This design comes from an exercise in tuning for small area on the open sky130 flow, not from production work.
In this exercise RTL edits were held to simulation tests only and were not proved equivalent to the original.
Power is estimated from default activity; no workload was simulated.

==> flow/design.v (excerpt) <==
module latched_clock_deadline_registers_core #(
  parameter int MS_WRAP_SECONDS = 60
) (
  input  logic        clk,
  input  logic        rst,
  input  logic        cmd_valid,
  output logic        cmd_stall,
  input  logic [1:0]  command,
  input  logic [3:0]  reg_offset,
  input  logic [7:0]  write_data,
  output logic        rsp_valid,
  input  logic        rsp_stall,
  output logic [7:0]  read_data,
  input  logic        cfg_valid,
  output logic        cfg_ready,
  input  logic [31:0] random_seed
);
  logic [1:0] stage_type;
  logic [3:0] stage_offset;
  logic [7:0] stage_data;
  logic st_tick, st_write, st_read, out_busy, fire_read;
  assign cfg_ready = 1'b1;
  assign st_tick   = (stage_type == lcdr_pkg::ST_TICK);
  assign st_write  = (stage_type == lcdr_pkg::ST_WRITE);
  assign st_read   = (stage_type == lcdr_pkg::ST_READ);
  assign out_busy  = rsp_valid & rsp_stall;
  assign cmd_stall = st_read & out_busy;
  assign fire_read = st_read & ~out_busy;
  always_ff @(posedge clk) begin
    if (rst) begin
      stage_type <= lcdr_pkg::ST_NONE;
    end else if (!cmd_stall) begin
      stage_type <= cmd_valid ? command : lcdr_pkg::ST_NONE;
    end
  end
  always_ff @(posedge clk) begin
    if (!cmd_stall) begin
      stage_offset <= reg_offset;
    end
    stage_data <= write_data;
  end
  logic [3:0] off_lo;
  logic [3:0] off_hi;
  assign off_lo = {stage_offset[1:0] == 2'd3, stage_offset[1:0] == 2'd2,
                   stage_offset[1:0] == 2'd1, stage_offset[1:0] == 2'd0};
  assign off_hi = {stage_offset[3:2] == 2'd3, stage_offset[3:2] == 2'd2,
                   stage_offset[3:2] == 2'd1, stage_offset[3:2] == 2'd0};
  logic [19:0] usec;
  logic [31:0] sec;
  logic [29:0] msec;
  lcdr_timebase u_timebase (
    .clk       (clk),
    .rst       (rst),
    .tick      (st_tick),
    .wr_en     (st_write & ~off_hi[3]),
    .wr_offset (stage_offset),
    .wr_data   (stage_data),
    .usec      (usec),
    .sec       (sec),
    .msec      (msec)
  );
  logic [7:0] rand_byte;
  lcdr_lfsr u_lfsr (
    .clk       (clk),
    .rst       (rst),
    .load      (cfg_valid),
  ...
Size: roughly 62 I/O pins, ~0.013 sq mm of cells after synthesis.
==> flow/config.mk <==
export PLATFORM = sky130hd
export DESIGN_NAME = latched_clock_deadline_registers_core
export DESIGN_NICKNAME = latched_clock_deadline_registers_core
export VERILOG_FILES = /design/flow/design.v
export SDC_FILE = /design/flow/constraint.sdc
export NUM_CORES = 4
export LEC_CHECK = 0
export CAP_MARGIN = 20
export CORE_MARGIN = 2
export CORE_UTILIZATION = 45
export SLEW_MARGIN = 20
==> flow/constraint.sdc <==
create_clock -name core_clock -period 7.0 [get_ports {clk}]
set_input_delay 1.4000 -clock core_clock [delete_from_list [all_inputs] [get_ports {clk}]]
set_output_delay 1.4000 -clock core_clock [all_outputs]
set_load 0.01 [all_outputs]
standard.sh (not shown) runs the stock make flow with config.mk's settings and CLKGATE_MAP_FILE= SYNTH_SCRIPT=/design/flow/synth_recipe.tcl, a recipe that flattens the netlist after the stock synthesis.
==> flow/flow/run.sh <==
#!/bin/bash
# Standard synthesis; its combinational logic re-mapped for area (registers, adders
# and tie cells kept as they are); then the standard layout with a lighter clock tree
# (no dummy loads, larger sink clusters) and the smallest buffer on the ports.
set -uo pipefail
F=$(cd "$(dirname "$0")" && pwd)
R=orfs/results/$FLOW_PLATFORM/latched_clock_deadline_registers_core/base
CTS="-sink_clustering_enable -repair_clock_nets -dont_use_dummy_load -sink_clustering_size 30 -sink_clustering_max_diameter 100"
bash standard.sh synth > synth.log 2>&1 || exit 1
cp $R/1_2_yosys.v standard_synth.v
bash $F/remap.sh $PWD/standard_synth.v $PWD/remapped.v $PWD/remap_stat.txt > remap.log 2>&1 || exit 1
cp remapped.v $R/1_2_yosys.v
rm -f $R/1_synth.odb $R/1_synth.sdc
bash standard.sh synth > synth_odb.log 2>&1 || exit 1
bash standard.sh finish "CTS_ARGS=$CTS" "BUFFER_PORTS_ARGS=-buffer_cell sky130_fd_sc_hd__buf_1" > finish.log 2>&1 || exit 1
==> flow/flow/area.abc <==
strash
&get -n
&deepsyn -T 90
&put
dch -f
amap
topo
==> flow/flow/remap.sh <==
#!/bin/bash
# remap.sh IN OUT STAT: re-map IN's combinational logic for area into OUT
set -euo pipefail
H=$(cd "$(dirname "$0")" && pwd)
LIB=$FLOW_HOME/platforms/sky130hd/lib/sky130_fd_sc_hd__tt_025C_1v80.lib
DU=$(grep -oE "sky130_fd_sc_hd__(probe\w*|lpflow\w*)" $FLOW_HOME/platforms/sky130hd/config.mk | sort -u | sed 's/^/-dont_use /' | tr '\n' ' ')
W=$(mktemp -d)
printf 'set_driving_cell sky130_fd_sc_hd__buf_1\nset_load 5\n' > $W/abc.constr
sed -e "s#@LIB@#$LIB#g" -e "s#@IN@#$1#" -e "s#@OUT@#$2#" -e "s#@STAT@#$3#" -e "s#@TOP@#${FLOW_TOP}#g" \
    -e "s#@SCRIPT@#$H/area.abc#" -e "s#@DONTUSE@#$DU#" -e "s#@KEEP@#${KEEP:-c:deadline*}#" -e "s#@CONSTR@#$W/abc.constr#" $H/remap.ys > $W/remap.ys
yosys -s $W/remap.ys
rm -rf $W
==> flow/flow/remap.ys <==
# Re-map the combinational logic of the standard synthesis netlist for area.
# Registers, tie cells and the logic feeding the deadline register
# (its fast adder) are kept as they are (same names and cells).
read_liberty -ignore_miss_func -overwrite -setattr liberty_cell @LIB@
read_verilog @IN@
hierarchy -top @TOP@
setattr -mod -set keep_hierarchy 1 sky130_fd_sc_hd__dfxtp_1 sky130_fd_sc_hd__edfxtp_1 sky130_fd_sc_hd__conb_1
cd @TOP@
select -set keep @KEEP@ %ci*:-sky130_fd_sc_hd__dfxtp_1[Q]:-sky130_fd_sc_hd__edfxtp_1[Q]
setattr -set keep_hierarchy 1 @keep
cd
flatten
rename -hide w:_*_.*
opt_clean
blackbox A:liberty_cell
select @TOP@
abc -script @SCRIPT@ -liberty @LIB@ @DONTUSE@ -constr @CONSTR@
select -clear
setundef -zero
splitnets
opt_clean -purge
hilomap -singleton -hicell sky130_fd_sc_hd__conb_1 HI -locell sky130_fd_sc_hd__conb_1 LO
insbuf -buf sky130_fd_sc_hd__buf_4 A X
opt_clean -purge
tee -o @STAT@ stat -liberty @LIB@
write_verilog -noattr -nohex -nodec @OUT@
The starting point passed the timing, DRC and antenna checks.
Change:
--- a/flow/flow/run.sh
+++ b/flow/flow/run.sh
@@ -11 +11 @@
-bash $F/remap.sh $PWD/standard_synth.v $PWD/remapped.v $PWD/remap_stat.txt > remap.log 2>&1 || exit 1
+KEEP=c:none_kept bash $F/remap.sh $PWD/standard_synth.v $PWD/remapped.v $PWD/remap_stat.txt > remap.log 2>&1 || exit 1
==> flow/flow/area.abc (replaced) <==
strash
&get -n
&deepsyn -T 60
&put
dch -f
map -D 5000
topo
--- a/flow/config.mk
+++ b/flow/config.mk
@@ -10 +10,2 @@
-export CORE_UTILIZATION = 45
+export CORE_UTILIZATION = 65
+export PLACE_DENSITY = 0.76
The new run finished with timing, DRC and antenna clean.
Global-route usage rose by 10 points.
Design area fell by 2.3%.
Sequential share of layout area rose by 1.1 points.
Area after synthesis fell by 2.2%.
Synthesized cell count rose by 9.9%.
Via count rose by 8.0%.
Wire length fell by 2.0%.
Change:
==> flow/flow/run.sh (replaced) <==
#!/bin/bash
# Standard synthesis; its combinational logic re-mapped for area (registers and tie
# cells kept as they are); then the standard layout with a lighter clock tree (no dummy
# loads, larger sink clusters) and the smallest buffer on the ports. If the layout's
# setup slack comes out too small, the logic feeding the deadline register keeps the
# standard synthesis's mapping and the layout is made again.
set -uo pipefail
F=$(cd "$(dirname "$0")" && pwd)
R=orfs/results/$FLOW_PLATFORM/latched_clock_deadline_registers_core/base
CTS="-sink_clustering_enable -repair_clock_nets -dont_use_dummy_load -sink_clustering_size 30 -sink_clustering_max_diameter 100"
bash standard.sh synth > synth.log 2>&1 || exit 1
cp $R/1_2_yosys.v standard_synth.v

layout() {  # $1: selection of registers whose input logic keeps its mapping; $2: tag
  KEEP="$1" bash $F/remap.sh $PWD/standard_synth.v $PWD/remapped_$2.v $PWD/remap_stat_$2.txt > remap_$2.log 2>&1 || return 1
  cp remapped_$2.v $R/1_2_yosys.v
  rm -f $R/1_synth.odb $R/1_synth.sdc $R/2_* $R/3_* $R/4_* $R/5_* $R/6_*
  bash standard.sh synth > synth_odb_$2.log 2>&1 || return 1
  bash standard.sh finish "CTS_ARGS=$CTS" "BUFFER_PORTS_ARGS=-buffer_cell sky130_fd_sc_hd__buf_1" > finish_$2.log 2>&1 || return 1
}

ok=0
if layout c:none_kept all; then
  s=$(awk '/worst slack max/ {print $4}' orfs/reports/$FLOW_PLATFORM/latched_clock_deadline_registers_core/base/6_finish.rpt | tail -1)
  if [ -n "$s" ] && awk -v s="$s" 'BEGIN {exit !(s >= 0.1)}'; then ok=1; fi
  echo "full re-map: worst slack $s" >> slack.log
fi
if [ $ok = 0 ]; then
  cp -r orfs/logs orfs_logs_all 2>/dev/null || true
  layout 'c:deadline*' keepdl || exit 1
  echo "re-map keeping the deadline logic" >> slack.log
fi
==> flow/flow/area.abc (replaced) <==
strash
&get -n
&deepsyn -T 60
&put
&get -n
&dch -f
&nf -p -F 8 -A 4 -D 5000
&put
topo
--- a/flow/config.mk
+++ b/flow/config.mk
@@ -10,2 +10,2 @@
-export CORE_UTILIZATION = 65
-export PLACE_DENSITY = 0.76
+export CORE_UTILIZATION = 45
+export SETUP_SLACK_MARGIN = 0.15
Design area came out higher by 1.1%.
Setup slack degrades by 0.29 ns.
Power decreases by 7.3%.
Routed wire length went up by 1.9%.
Area after synthesis rose by 1.7%.
Clock skew went up by 0.040 ns.
Worst hold slack is about the same.
Die area came out higher by 45%.
Fmax is lower by 4.3%.
Change:
==> flow/flow/run.sh (replaced) <==
#!/bin/bash
# Standard synthesis; its combinational logic re-mapped for area (registers, adders
# and tie cells kept as they are); then the standard layout with a lighter clock tree
# (no dummy loads, larger sink clusters) and the smallest buffer on the ports.
set -uo pipefail
F=$(cd "$(dirname "$0")" && pwd)
R=orfs/results/$FLOW_PLATFORM/latched_clock_deadline_registers_core/base
CTS="-sink_clustering_enable -repair_clock_nets -dont_use_dummy_load -sink_clustering_size 30 -sink_clustering_max_diameter 100"
bash standard.sh synth > synth.log 2>&1 || exit 1
cp $R/1_2_yosys.v standard_synth.v
KEEP=c:none_kept bash $F/remap.sh $PWD/standard_synth.v $PWD/remapped.v $PWD/remap_stat.txt > remap.log 2>&1 || exit 1
cp remapped.v $R/1_2_yosys.v
rm -f $R/1_synth.odb $R/1_synth.sdc
bash standard.sh synth > synth_odb.log 2>&1 || exit 1
bash standard.sh finish "CTS_ARGS=$CTS" "BUFFER_PORTS_ARGS=-buffer_cell sky130_fd_sc_hd__buf_1" > finish.log 2>&1 || exit 1
==> flow/flow/area.abc (replaced) <==
strash
&get -n
&deepsyn -T 60
&put
dch -f
map -D 5000
topo
--- a/flow/config.mk
+++ b/flow/config.mk
@@ -10,2 +10,2 @@
-export CORE_UTILIZATION = 45
-export SETUP_SLACK_MARGIN = 0.15
+export CORE_UTILIZATION = 55
+export PLACE_DENSITY = 0.68
Result:
- total power goes up by a little under a tenth
- sequential power came out higher by a few percent
- global-route usage is higher by 5.4 points
- worst hold slack barely changes
- worst setup slack gets better by 0.48 ns
- area after synthesis goes down slightly
- clock-buffer cell count shrinks by 1

========
lagoon:
Starting RTL as in the previous note.
clock: 7.0 ns
lec_check: 0
cap_margin: 20
core_margin: 2
core_utilization: 45
slew_margin: 20
==> flow/flow/run.sh <==
#!/bin/bash
# Standard synthesis; its combinational logic re-mapped for area (registers, adders
# and tie cells kept as they are); then the standard layout with a lighter clock tree
# (no dummy loads, larger sink clusters) and the smallest buffer on the ports.
set -uo pipefail
F=$(cd "$(dirname "$0")" && pwd)
R=orfs/results/$FLOW_PLATFORM/latched_clock_deadline_registers_core/base
CTS="-sink_clustering_enable -repair_clock_nets -dont_use_dummy_load -sink_clustering_size 30 -sink_clustering_max_diameter 100"
bash standard.sh synth > synth.log 2>&1 || exit 1
cp $R/1_2_yosys.v standard_synth.v
bash $F/remap.sh $PWD/standard_synth.v $PWD/remapped.v $PWD/remap_stat.txt > remap.log 2>&1 || exit 1
cp remapped.v $R/1_2_yosys.v
rm -f $R/1_synth.odb $R/1_synth.sdc
bash standard.sh synth > synth_odb.log 2>&1 || exit 1
bash standard.sh finish "CTS_ARGS=$CTS" "BUFFER_PORTS_ARGS=-buffer_cell sky130_fd_sc_hd__buf_1" > finish.log 2>&1 || exit 1
==> flow/flow/area.abc <==
strash
balance
rewrite
refactor
balance
rewrite
rewrite -z
balance
refactor -z
rewrite -z
balance
dch -f
amap
topo
==> flow/flow/remap.sh <==
#!/bin/bash
# remap.sh IN OUT STAT: re-map IN's combinational logic for area into OUT
set -euo pipefail
H=$(cd "$(dirname "$0")" && pwd)
LIB=$FLOW_HOME/platforms/sky130hd/lib/sky130_fd_sc_hd__tt_025C_1v80.lib
DU=$(grep -oE "sky130_fd_sc_hd__(probe\w*|lpflow\w*)" $FLOW_HOME/platforms/sky130hd/config.mk | sort -u | sed 's/^/-dont_use /' | tr '\n' ' ')
W=$(mktemp -d)
printf 'set_driving_cell sky130_fd_sc_hd__buf_1\nset_load 5\n' > $W/abc.constr
sed -e "s#@LIB@#$LIB#g" -e "s#@IN@#$1#" -e "s#@OUT@#$2#" -e "s#@STAT@#$3#" -e "s#@TOP@#${FLOW_TOP}#g" \
    -e "s#@SCRIPT@#$H/area.abc#" -e "s#@DONTUSE@#$DU#" -e "s#@CONSTR@#$W/abc.constr#" $H/remap.ys > $W/remap.ys
yosys -s $W/remap.ys
rm -rf $W
==> flow/flow/remap.ys <==
# Re-map the combinational logic of the standard synthesis netlist for area.
# Registers, half/full adders and tie cells are kept as they are (same names and cells).
read_liberty -ignore_miss_func -overwrite -setattr liberty_cell @LIB@
read_verilog @IN@
hierarchy -top @TOP@
setattr -mod -set keep_hierarchy 1 sky130_fd_sc_hd__dfxtp_1 sky130_fd_sc_hd__edfxtp_1 sky130_fd_sc_hd__ha_1 sky130_fd_sc_hd__fa_1 sky130_fd_sc_hd__conb_1
flatten
rename -hide w:_*_.*
opt_clean
blackbox sky130_fd_sc_hd__dfxtp_1 sky130_fd_sc_hd__edfxtp_1 sky130_fd_sc_hd__ha_1 sky130_fd_sc_hd__fa_1 sky130_fd_sc_hd__conb_1
select @TOP@
abc -script @SCRIPT@ -liberty @LIB@ @DONTUSE@ -constr @CONSTR@
select -clear
setundef -zero
splitnets
opt_clean -purge
hilomap -singleton -hicell sky130_fd_sc_hd__conb_1 HI -locell sky130_fd_sc_hd__conb_1 LO
insbuf -buf sky130_fd_sc_hd__buf_4 A X
opt_clean -purge
tee -o @STAT@ stat -liberty @LIB@
check
write_verilog -noattr -nohex -nodec @OUT@
Layout checks on lagoon: not met. Flow itself completed; violations: setup timing.
--- input diff lagoon..nickel ---
-- flow/flow/run.sh --
<<< lagoon, line 11
bash $F/remap.sh $PWD/standard_synth.v $PWD/remapped.v $PWD/remap_stat.txt > remap.log 2>&1 || exit 1
>>> nickel, line 11
KEEP=c:none_kept bash $F/remap.sh $PWD/standard_synth.v $PWD/remapped.v $PWD/remap_stat.txt > remap.log 2>&1 || exit 1
==> flow/flow/area.abc <==
strash
&get -n
&deepsyn -T 60
&put
dch -f
map -D 5000
topo
-- flow/flow/remap.sh --
<<< lagoon, line 10
    -e "s#@SCRIPT@#$H/area.abc#" -e "s#@DONTUSE@#$DU#" -e "s#@CONSTR@#$W/abc.constr#" $H/remap.ys > $W/remap.ys
>>> nickel, line 10
    -e "s#@SCRIPT@#$H/area.abc#" -e "s#@DONTUSE@#$DU#" -e "s#@KEEP@#${KEEP:-c:deadline*}#" -e "s#@CONSTR@#$W/abc.constr#" $H/remap.ys > $W/remap.ys
-- flow/flow/remap.ys --
<<< lagoon, line 2
# Registers, half/full adders and tie cells are kept as they are (same names and cells).
>>> nickel, line 2
# Registers, tie cells and the logic feeding the deadline register
# (its fast adder) are kept as they are (same names and cells).
<<< lagoon, line 6
setattr -mod -set keep_hierarchy 1 sky130_fd_sc_hd__dfxtp_1 sky130_fd_sc_hd__edfxtp_1 sky130_fd_sc_hd__ha_1 sky130_fd_sc_hd__fa_1 sky130_fd_sc_hd__conb_1
>>> nickel, line 7
setattr -mod -set keep_hierarchy 1 sky130_fd_sc_hd__dfxtp_1 sky130_fd_sc_hd__edfxtp_1 sky130_fd_sc_hd__conb_1
cd @TOP@
select -set keep @KEEP@ %ci*:-sky130_fd_sc_hd__dfxtp_1[Q]:-sky130_fd_sc_hd__edfxtp_1[Q]
setattr -set keep_hierarchy 1 @keep
cd
<<< lagoon, line 10
blackbox sky130_fd_sc_hd__dfxtp_1 sky130_fd_sc_hd__edfxtp_1 sky130_fd_sc_hd__ha_1 sky130_fd_sc_hd__fa_1 sky130_fd_sc_hd__conb_1
>>> nickel, line 15
blackbox A:liberty_cell
<<< lagoon, line 21
check
>>> nickel, line 26
==> comparison <==
nickel: done, clean on timing, DRC and antenna. [nickel vs lagoon] die height: lower in nickel. From lagoon to nickel the numbers moved as follows: final area went down about 4.7%, multi-input combinational area share lost 4.4 points, fraction of power spent switching nets grew by 2.3 points, largest incremental delay on the critical path saw an increase, critical path data arrival time shows a reduction of 1.22 ns. snap[2] as the critical path startpoint was reported by nickel, and snap[0] by lagoon. Min cell area after technology mapping across lagoon and nickel: nickel. Core utilization: nickel lower than lagoon.
Setup changes, nickel to fjord
- changing CAP_MARGIN from 20 to 5
- changing SLEW_MARGIN from 20 to 5
-- flow/flow/run.sh --
<<< nickel, line 11
KEEP=c:none_kept bash $F/remap.sh $PWD/standard_synth.v $PWD/remapped.v $PWD/remap_stat.txt > remap.log 2>&1 || exit 1
>>> fjord, line 11
bash $F/remap.sh $PWD/standard_synth.v $PWD/remapped.v $PWD/remap_stat.txt > remap.log 2>&1 || exit 1
==> flow/flow/area.abc <==
strash
&get -n
&deepsyn -T 90
&put
dch -f
amap
topo
nickel → fjord: fraction of area in registers decreased 0.65 points; post-synth net total now sits lower; count of placed standard cells in the final layout, fillers left out now sits lower; number of buffers created by CTS went up 1. Sort fjord and nickel by ratio of routed vias to standard cells asc -> top: nickel. The multi-input gate area in the final layout of fjord is higher than that of nickel. nickel has lower clock buffer count in the final layout than fjord. Number of sequential storage elements: fjord vs nickel identical. In fjord the routed wire length turned out about 2.7% lower than in nickel.
Relative to fjord, the following input files were edited for garnet:
- CAP_MARGIN: 5 -> 20
- SLEW_MARGIN: 5 -> 20
-- flow/flow/remap.ys --
<<< fjord, line 2
# Registers, tie cells and the logic feeding the deadline register
>>> garnet, line 2
# Registers, half/full adders, tie cells and the logic feeding the deadline register
<<< fjord, line 7
setattr -mod -set keep_hierarchy 1 sky130_fd_sc_hd__dfxtp_1 sky130_fd_sc_hd__edfxtp_1 sky130_fd_sc_hd__conb_1
>>> garnet, line 7
setattr -mod -set keep_hierarchy 1 sky130_fd_sc_hd__dfxtp_1 sky130_fd_sc_hd__edfxtp_1 sky130_fd_sc_hd__ha_1 sky130_fd_sc_hd__fa_1 sky130_fd_sc_hd__conb_1
==> run summary <==
Taking fjord as the reference, in garnet number of global-route vias before repair roughly the same; detail-routed net length per standard cell rose 5.5%; worst relative slew slack rose by 5.4 points. garnet ends up with lower number of cells produced by synthesis than fjord does.

==> port drivers added, routing unchanged <==
In the flow no input, the clock included, has a driving cell. The finished layouts below were timed again as built, in two steps. Step 1: set_driving_cell puts a clkbuf_16 on clk and a buf_2 on each other input, an assumption about the parent block. Step 2 adds t to the input delays and takes it off the output delays; t is the mean of the earliest and latest rising clock arrival at the registers after step 1. Input paths then give back, and output paths get back, about the clock's delay inside the block. Three values: ideal ports, drivers, drivers and shift; two values: the first two.
run | t (ns) | slack for setup (ns) | worst hold slack (ns)
the first run of note 1 | 0.536 | 0.205 / 0.205 / 0.205 | 0.420 / 0.420 / 0.420
the second run of note 1 | 0.532 | 0.453 / 0.453 / 0.453 | 0.449 / 0.449 / 0.449
the third run of note 1 | 0.526 | 0.160 / 0.160 / 0.160 | 0.452 / 0.452 / 0.452
the fourth run of note 1 | 0.536 | 0.643 / 0.643 / 0.643 | 0.455 / 0.455 / 0.455
lagoon | 0.531 | -0.665 / -0.665 / -0.665 | 0.450 / 0.450 / 0.450
nickel | 0.530 | 0.589 / 0.589 / 0.589 | 0.449 / 0.449 / 0.449
fjord | 0.536 | 0.206 / 0.206 / 0.206 | 0.421 / 0.421 / 0.421
garnet | 0.534 | 0.170 / 0.170 / 0.170 | 0.477 / 0.477 / 0.477
